This is an optimization exercise on Yosys and OpenROAD, whose aim is small area, a short achievable clock period and few clock cycles per item, not a production implementation. RTL that was checked went through simulation tests only; none was proved equivalent to the original.

Setup of build 48:
Design gregorian_date_difference_days, start of the top module:
module gregorian_date_difference_days (
  input  logic        clk_i,
  input  logic        rst_ni,
  input  logic        s_axis_tvalid_i,
  output logic        s_axis_tready_o,
  input  logic [71:0] s_axis_tdata_i,
  output logic        m_axis_tvalid_o,
  input  logic        m_axis_tready_i,
  output logic [31:0] m_axis_tdata_o,
  output logic [0:0]  m_axis_tuser_o
);
  logic [15:0] ey, sy;
  logic [3:0]  em, sm;
  logic [4:0]  ed, sd, eh, sh;
  logic [5:0]  emi, smi;
  assign {smi, sh, sd, sm, sy, emi, eh, ed, em, ey} = s_axis_tdata_i;
  logic en, v1_q, v2_q, v3_q;
  assign en = !v3_q || m_axis_tready_i;
  always_ff @(posedge clk_i or negedge rst_ni) begin
    if (!rst_ni) begin
      v1_q <= 1'b0;
      v2_q <= 1'b0;
      v3_q <= 1'b0;
    end else if (en) begin
      v1_q <= s_axis_tvalid_i;
      v2_q <= v1_q;
      v3_q <= v2_q;
    end
  end
  function automatic logic [4:0] month_len(input logic [3:0] mo);
    unique case (mo)
      4'd1, 4'd3, 4'd5, 4'd7, 4'd8, 4'd10, 4'd12: month_len = 5'd31;
      4'd4, 4'd6, 4'd9, 4'd11:                    month_len = 5'd30;
      4'd2:                                       month_len = 5'd28;
      default:                                    month_len = 5'd0;
    endcase
  endfunction
  function automatic logic [8:0] cum_days(input logic [3:0] mo);
    unique case (mo)
      4'd2:    cum_days = 9'd31;
      4'd3:    cum_days = 9'd59;
      4'd4:    cum_days = 9'd90;
      4'd5:    cum_days = 9'd120;
      4'd6:    cum_days = 9'd151;
      4'd7:    cum_days = 9'd181;
      4'd8:    cum_days = 9'd212;
      4'd9:    cum_days = 9'd243;
      4'd10:   cum_days = 9'd273;
      4'd11:   cum_days = 9'd304;
      4'd12:   cum_days = 9'd334;
      default: cum_days = 9'd0;
    endcase
  endfunction
  logic [8:0] ecum, scum, edoy, sdoy;
  assign ecum = cum_days(em);
  assign scum = cum_days(sm);
  ...
==> flow/config.mk <==
export PLATFORM = sky130hd
export DESIGN_NAME = gregorian_date_difference_days
export DESIGN_NICKNAME = gregorian_date_difference_days
export VERILOG_FILES = /design/flow/design.v
export SDC_FILE = /design/flow/constraint.sdc
export NUM_CORES = 4
export LEC_CHECK = 0
export CAP_MARGIN = 20
export CORE_MARGIN = 2
export CORE_UTILIZATION = 50
export SETUP_SLACK_MARGIN = 4.8
export SLEW_MARGIN = 20
export SYNTH_HIERARCHICAL = 1
export SYNTH_MINIMUM_KEEP_SIZE = 0
==> flow/constraint.sdc <==
create_clock -name core_clock -period 8.5 [get_ports {clk_i}]
set_input_delay 1.7000 -clock core_clock [delete_from_list [all_inputs] [get_ports {clk_i}]]
set_output_delay 1.7000 -clock core_clock [all_outputs]
set_load 0.01 [all_outputs]
standard.sh (not shown) runs the stock make flow with config.mk's settings and CLKGATE_MAP_FILE= SYNTH_SCRIPT=/design/flow/synth_recipe.tcl, a recipe that flattens the netlist after the stock synthesis.
==> flow/flow/run.sh <==
#!/bin/bash
# The standard layout, with the port buffers made from the platform's
# smallest plain buffer instead of the delay buffer the flow picks.
set -euo pipefail
export BUFFER_PORTS_ARGS="-buffer_cell sky130_fd_sc_hd__buf_1"
bash standard.sh > standard.log 2>&1
Relative to build 48, the following input files were edited for build 35:
-- flow/config.mk --
<<< build 48, line 9
export CORE_MARGIN = 2
export CORE_UTILIZATION = 50
export SETUP_SLACK_MARGIN = 4.8
export SLEW_MARGIN = 20
export SYNTH_HIERARCHICAL = 1
>>> build 35, line 9
export CORE_MARGIN = 2
export CORE_UTILIZATION = 50
export SLEW_MARGIN = 20
export SYNTH_HIERARCHICAL = 1
Between build 48 and build 35, part of the cycle the worst path needs is higher for build 35, build 48 comes in under that.
On build 35: sequential portion of the cell area is 2.3 points higher than what build 48 gave.
Looking only at routability-driven placement congestion ratio, and setting everything else aside, the lower value of build 48 and build 35 goes to build 48.
A startpoint of the most critical setup path of m_axis_tready_i is what build 35 shows, while dy2[6] belongs to build 48.
#### Input delta (build 90 over build 35)
-- flow/config.mk --
<<< build 35, line 9
export CORE_MARGIN = 2
export CORE_UTILIZATION = 50
export SLEW_MARGIN = 20
export SYNTH_HIERARCHICAL = 1
>>> build 90, line 9
export CORE_MARGIN = 2
export CORE_UTILIZATION = 50
export SETUP_SLACK_MARGIN = 4.5
export SLEW_MARGIN = 20
export SYNTH_HIERARCHICAL = 1
## What came out
- No run among build 90 and build 35 stopped early or left any final violation; all are clean.
- Against build 35 as the reference, build 90 delivers a higher register-to-register setup slack.
- Build 90 vs. build 35: worst slack on hold paths -0.013 ns, number of gates given a new drive strength after cts has increased, count of plain and timing-repair buffers in the layout saw an increase.
- Diff build 35 -> build 90: layout cell share with drive strength beyond 1 higher; final hold violation count held.
- Higher met1 track demand over resource in global routing was reported by build 35, not build 90.
- Summary — pre-CTS setup slack, build 90 relative to build 35: higher, by 0.0082 ns.
No run of this note included a check of the RTL's function; only the layout flow was run.

== indigo ==
Another version of the RTL of gregorian_date_difference_days (not shown whole).
Size: ~0.014 mm² of cells after synthesis.
// gregorian_date_difference_days
module gregorian_date_difference_days (
  input  logic        clk_i,
  input  logic        rst_ni,
  input  logic        s_axis_tvalid_i,
  output logic        s_axis_tready_o,
  input  logic [71:0] s_axis_tdata_i,
  output logic        m_axis_tvalid_o,
  input  logic        m_axis_tready_i,
  output logic [31:0] m_axis_tdata_o,
  output logic [0:0]  m_axis_tuser_o
);
  logic [15:0] ey, sy;
  logic [3:0]  em, sm;
  logic [4:0]  ed, sd, eh, sh;
  logic [5:0]  emi, smi;
  assign {smi, sh, sd, sm, sy, emi, eh, ed, em, ey} = s_axis_tdata_i;
  logic en, v1_q, v2_q, v3_q;
  gdd_rdy u_en  (.v(v3_q), .r(m_axis_tready_i), .y(en));
  gdd_rdy u_rdy (.v(v3_q), .r(m_axis_tready_i), .y(s_axis_tready_o));
  always_ff @(posedge clk_i or negedge rst_ni) begin
    if (!rst_ni) begin
      v1_q <= 1'b0;
      v2_q <= 1'b0;
      v3_q <= 1'b0;
    end else if (en) begin
      v1_q <= s_axis_tvalid_i;
      v2_q <= v1_q;
      v3_q <= v2_q;
    end
  end
  function automatic logic [4:0] month_len(input logic [3:0] mo);
    unique case (mo)
      4'd1, 4'd3, 4'd5, 4'd7, 4'd8, 4'd10, 4'd12: month_len = 5'd31;
      4'd4, 4'd6, 4'd9, 4'd11:                    month_len = 5'd30;
      4'd2:                                       month_len = 5'd28;
      default:                                    month_len = 5'd0;
    endcase
  endfunction
  function automatic logic [8:0] cum_days(input logic [3:0] mo);
    unique case (mo)
      4'd2:    cum_days = 9'd31;
      4'd3:    cum_days = 9'd59;
      4'd4:    cum_days = 9'd90;
      4'd5:    cum_days = 9'd120;
      4'd6:    cum_days = 9'd151;
      4'd7:    cum_days = 9'd181;
      4'd8:    cum_days = 9'd212;
      4'd9:    cum_days = 9'd243;
      4'd10:   cum_days = 9'd273;
      4'd11:   cum_days = 9'd304;
      4'd12:   cum_days = 9'd334;
      default: cum_days = 9'd0;
    endcase
  endfunction
  logic [8:0] ecum, scum, edoy, sdoy;
  assign ecum = cum_days(em);
  assign scum = cum_days(sm);
  ...
==> flow/config.mk <==
export PLATFORM = sky130hd
export DESIGN_NAME = gregorian_date_difference_days
export DESIGN_NICKNAME = gregorian_date_difference_days
export VERILOG_FILES = /design/flow/design.v
export SDC_FILE = /design/flow/constraint.sdc
export NUM_CORES = 4
export LEC_CHECK = 0
export CAP_MARGIN = 20
export CORE_MARGIN = 2
export CORE_UTILIZATION = 65
export CTS_BUF_LIST = sky130_fd_sc_hd__clkbuf_4 sky130_fd_sc_hd__clkbuf_8
export PLACE_DENSITY = 0.75
export SETUP_SLACK_MARGIN = 4.35
export SLEW_MARGIN = 20
export SYNTH_HIERARCHICAL = 1
export SYNTH_MINIMUM_KEEP_SIZE = 0
==> flow/constraint.sdc <==
create_clock -name core_clock -period 8.5 [get_ports {clk_i}]
set_input_delay 1.7000 -clock core_clock [delete_from_list [all_inputs] [get_ports {clk_i}]]
set_output_delay 1.7000 -clock core_clock [all_outputs]
set_load 0.01 [all_outputs]
==> flow/flow/run.sh <==
#!/bin/bash
# The standard layout, with the port buffers made from the platform's
# smallest plain buffer instead of the delay buffer the flow picks, and
# without half-adder cells (their logic is left to the gate mapper); the
# platform's own don't-use cells stay excluded.
set -euo pipefail
export BUFFER_PORTS_ARGS="-buffer_cell sky130_fd_sc_hd__buf_1"
DU=" sky130_fd_sc_hd__probe_p_8 sky130_fd_sc_hd__probec_p_8 sky130_fd_sc_hd__lpflow_bleeder_1 sky130_fd_sc_hd__lpflow_clkbufkapwr_1 sky130_fd_sc_hd__lpflow_clkbufkapwr_16 sky130_fd_sc_hd__lpflow_clkbufkapwr_2 sky130_fd_sc_hd__lpflow_clkbufkapwr_4 sky130_fd_sc_hd__lpflow_clkbufkapwr_8 sky130_fd_sc_hd__lpflow_clkinvkapwr_1 sky130_fd_sc_hd__lpflow_clkinvkapwr_16 sky130_fd_sc_hd__lpflow_clkinvkapwr_2 sky130_fd_sc_hd__lpflow_clkinvkapwr_4 sky130_fd_sc_hd__lpflow_clkinvkapwr_8 sky130_fd_sc_hd__lpflow_decapkapwr_12 sky130_fd_sc_hd__lpflow_decapkapwr_3 sky130_fd_sc_hd__lpflow_decapkapwr_4 sky130_fd_sc_hd__lpflow_decapkapwr_6 sky130_fd_sc_hd__lpflow_decapkapwr_8 sky130_fd_sc_hd__lpflow_inputiso0n_1 sky130_fd_sc_hd__lpflow_inputiso0p_1 sky130_fd_sc_hd__lpflow_inputiso1n_1 sky130_fd_sc_hd__lpflow_inputiso1p_1 sky130_fd_sc_hd__lpflow_inputisolatch_1 sky130_fd_sc_hd__lpflow_isobufsrc_1 sky130_fd_sc_hd__lpflow_isobufsrc_16 sky130_fd_sc_hd__lpflow_isobufsrc_2 sky130_fd_sc_hd__lpflow_isobufsrc_4 sky130_fd_sc_hd__lpflow_isobufsrc_8 sky130_fd_sc_hd__lpflow_isobufsrckapwr_16 sky130_fd_sc_hd__lpflow_lsbuf_lh_hl_isowell_tap_1 sky130_fd_sc_hd__lpflow_lsbuf_lh_hl_isowell_tap_2 sky130_fd_sc_hd__lpflow_lsbuf_lh_hl_isowell_tap_4 sky130_fd_sc_hd__lpflow_lsbuf_lh_isowell_4 sky130_fd_sc_hd__lpflow_lsbuf_lh_isowell_tap_1 sky130_fd_sc_hd__lpflow_lsbuf_lh_isowell_tap_2 sky130_fd_sc_hd__lpflow_lsbuf_lh_isowell_tap_4 # # Define fill cells  sky130_fd_sc_hd__ha_1 sky130_fd_sc_hd__ha_2 sky130_fd_sc_hd__ha_4"
bash standard.sh "DONT_USE_CELLS=$DU" finish > standard.log 2>&1
Testbench counts of indigo, summed over its fixed seeds: cycles 12,024, items 12,000.
Modified inputs, maple compared to indigo
- changing PLACE_DENSITY from 0.75 to 0.8
- changing CORE_UTILIZATION from 65 to 50
==> notes.md <==
Taking indigo as the reference, in maple final-layout non-clock buffer area share has increased; total global-route track usage shrank by 6.9 points.
For lagoon, these inputs were changed with respect to maple:
- SETUP_SLACK_MARGIN now 4.0, was 4.35
- PLACE_DENSITY no longer set, was 0.8
Results
- When the final numbers for lagoon and maple were put side by side, the latest clock arrival within the worst-skew pair turned out to be greater in maple.
- On lagoon: sequential share of layout area is 1.1 points higher than what maple gave.
- The faster design of the two is maple; lagoon tops out lower.
- Run comparison: maple leading cell type in the layout, fill and taps excluded edfxtp_1; lagoon leading cell type in the layout, fill and taps excluded xnor2_1
- Diff maple -> lagoon: setup slack went down by 0.22 ns, initial standard-cell utilization of the core stayed essentially flat, number of vias in the routed layout has decreased, wire length of the first global-routing pass went down about 0.55%, total routing usage reported by global routing picked up an extra 0.30 points.
- lagoon vs maple — final routed wirelength across all metal layers dropped 1000 µm.
- Between lagoon and maple, the cell area is higher for maple.
- Endpoint of the worst setup timing path: days3[24]$_DFFE_PP_ -> maple, days3[20]$_DFFE_PP_ -> lagoon
Relative to lagoon, the following input files were edited for yarrow:
- SETUP_SLACK_MARGIN changed from 4.0 to 4.5
[summary]
- yarrow vs lagoon, shortest period the worst path allows went down by 0.30 ns.
- Hold slack delta (lagoon -> yarrow): insignificant
- The critical path endpoint comes out days3[20]$_DFFE_PP_ in one run and days3[25]$_DFFE_PP_ in the other, namely in lagoon and yarrow respectively.
- No stage failed in yarrow, and the final checks on the layout all came back clean.
- Per the comparison of yarrow with lagoon, fmax up about 7%.
- Wire length, yarrow and lagoon, lower one = lagoon.

## xenon
gregorian_date_difference_days, a different RTL version from the one above (not shown whole).
For scale: ~1400 cells after synthesis, ~130 flip-flops, roughly 15000 um^2 of cells after synthesis.
Settings: LEC_CHECK=0, CAP_MARGIN=20, CORE_MARGIN=2, CORE_UTILIZATION=50, SLEW_MARGIN=20, SYNTH_HIERARCHICAL=1, SYNTH_MINIMUM_KEEP_SIZE=0; clock period 8.5 ns.
==> flow/flow/run.sh <==
#!/bin/bash
# The standard layout, with the port buffers made from the platform's
# smallest plain buffer instead of the delay buffer the flow picks.
set -euo pipefail
export BUFFER_PORTS_ARGS="-buffer_cell sky130_fd_sc_hd__buf_1"
bash standard.sh > standard.log 2>&1
What violet does differently from xenon at the input level:
Settings: putting CTS_BUF_LIST at sky130_fd_sc_hd__clkbuf_4 sky130_fd_sc_hd__clkbuf_8 where nothing was set.
==> notes.md <==
Diff xenon -> violet: critical path data arrival time increased 0.03 ns; setup slack increased 0.022 ns.
violet ends up with a cell area that is 1.2% lower than in xenon.
Comparing register fraction of the total cell area for violet and xenon, the smaller number came from xenon.
xenon → violet: total of max-cap violations neither gained nor lost much; achievable clock frequency picked up an extra 1.2 MHz; final routed wirelength across all metal layers neither gained nor lost much.
Summary of violet over xenon: via count has remained practically unchanged; ratio of routed vias to standard cells flat.
Global-route usage delta (xenon -> violet): insignificant
No run of this note included a check of the RTL's function; only the layout flow was run.

before:
gregorian_date_difference_days, a different RTL version from the one above (not shown whole).
Size in the first run: about 1,400 cells after synthesis, ~130 flip-flops, roughly 110 I/O pins, roughly 15,000 sq um of cells after synthesis.
==> flow/config.mk <==
export PLATFORM = sky130hd
export DESIGN_NAME = gregorian_date_difference_days
export DESIGN_NICKNAME = gregorian_date_difference_days
export VERILOG_FILES = /design/flow/design.v
export SDC_FILE = /design/flow/constraint.sdc
export NUM_CORES = 4
export LEC_CHECK = 0
export CAP_MARGIN = 20
export CORE_MARGIN = 2
export CORE_UTILIZATION = 50
export SLEW_MARGIN = 20
export SYNTH_HIERARCHICAL = 1
export SYNTH_MINIMUM_KEEP_SIZE = 0
==> flow/constraint.sdc <==
create_clock -name core_clock -period 8.5 [get_ports {clk_i}]
set_input_delay 1.7000 -clock core_clock [delete_from_list [all_inputs] [get_ports {clk_i}]]
set_output_delay 1.7000 -clock core_clock [all_outputs]
set_load 0.01 [all_outputs]
Scripts as last shown in full above: flow/flow/run.sh
before | status: complete | timing, DRC, antenna: pass
> inputs changed (before -> after)
==> flow/run.sh (new file) <==
#!/bin/bash
# synth_recipe.tcl (not shown) runs the flow's synth.tcl, then flattens the netlist and writes it again
# the make line also repeats each setting of config.mk as NAME=value (left out here)
make -C /OpenROAD-flow-scripts/flow DESIGN_CONFIG=/design/flow/config.mk WORK_HOME=/design/flow/orfs CLKGATE_MAP_FILE= SYNTH_SCRIPT=/design/flow/synth_recipe.tcl finish
removed: flow/flow/run.sh
removed: flow/standard.sh
Findings:
Compared to before, after has portion of the layout cell area used by non-clock buffers 3.8 points higher.
before → after: final cell area excluding filler cells picked up an extra 750 sq um; worst path setup slack after routing lost 0.21 ns; measured slew at the worst slew-check pin lost 0.14 ns.
Overall global routing resource usage: before vs after — no meaningful difference
| cell count | after vs before | ≈ equal |
Function was not checked in any run of this note: the RTL went through the layout flow alone.

-- separate check: timing with driven ports --
How much do the figures lean on ideal ports? The routed layouts below were timed once more, with nothing changed but the port constraints.
Step 1 assumes that a clkbuf_16 drives the clock port and a buf_2 every other input.
Step 2, shift: input delay + t, output delay - t, t = (earliest + latest rising clock arrival at the registers) / 2. This alone moves slack from input paths to output paths.
Three values: ideal, step 1, step 2; two values: the first two.
| run | shift t [ns] | slack for setup (ns) | worst hold slack (ns) |
|---|---|---|---|
| build 48 | 0.472 | 4.385 / 4.385 / 4.385 | 0.451 / 0.451 / 0.451 |
| build 35 | 0.465 | 4.118 / 4.095 / 3.883 | 0.430 / 0.430 / 0.430 |
| build 90 | 0.472 | 4.380 / 4.380 / 4.188 | 0.417 / 0.417 / 0.417 |
| indigo | 0.504 | 4.439 / 4.439 / 4.081 | 0.454 / 0.454 / 0.454 |
| maple | 0.506 | 4.433 / 4.433 / 4.148 | 0.437 / 0.437 / 0.437 |
| lagoon | 0.493 | 4.209 / 4.209 / 4.169 | 0.516 / 0.516 / 0.516 |
| yarrow | 0.494 | 4.506 / 4.506 / 4.301 | 0.515 / 0.515 / 0.515 |
| xenon | 0.475 | 4.211 / 4.211 / 3.904 | 0.463 / 0.463 / 0.463 |
| violet | 0.508 | 4.233 / 4.233 / 3.909 | 0.470 / 0.470 / 0.470 |
| before | 0.467 | 3.781 / 3.781 / 3.781 | 0.451 / 0.451 / 0.451 |
| after | 0.472 | 3.571 / 3.544 / 3.544 | 0.458 / 0.458 / 0.458 |
After both steps every run listed still meets setup and hold. The setup slack of indigo, which loses most, moves by 0.000 ns with the drivers and by -0.358 ns with both steps.
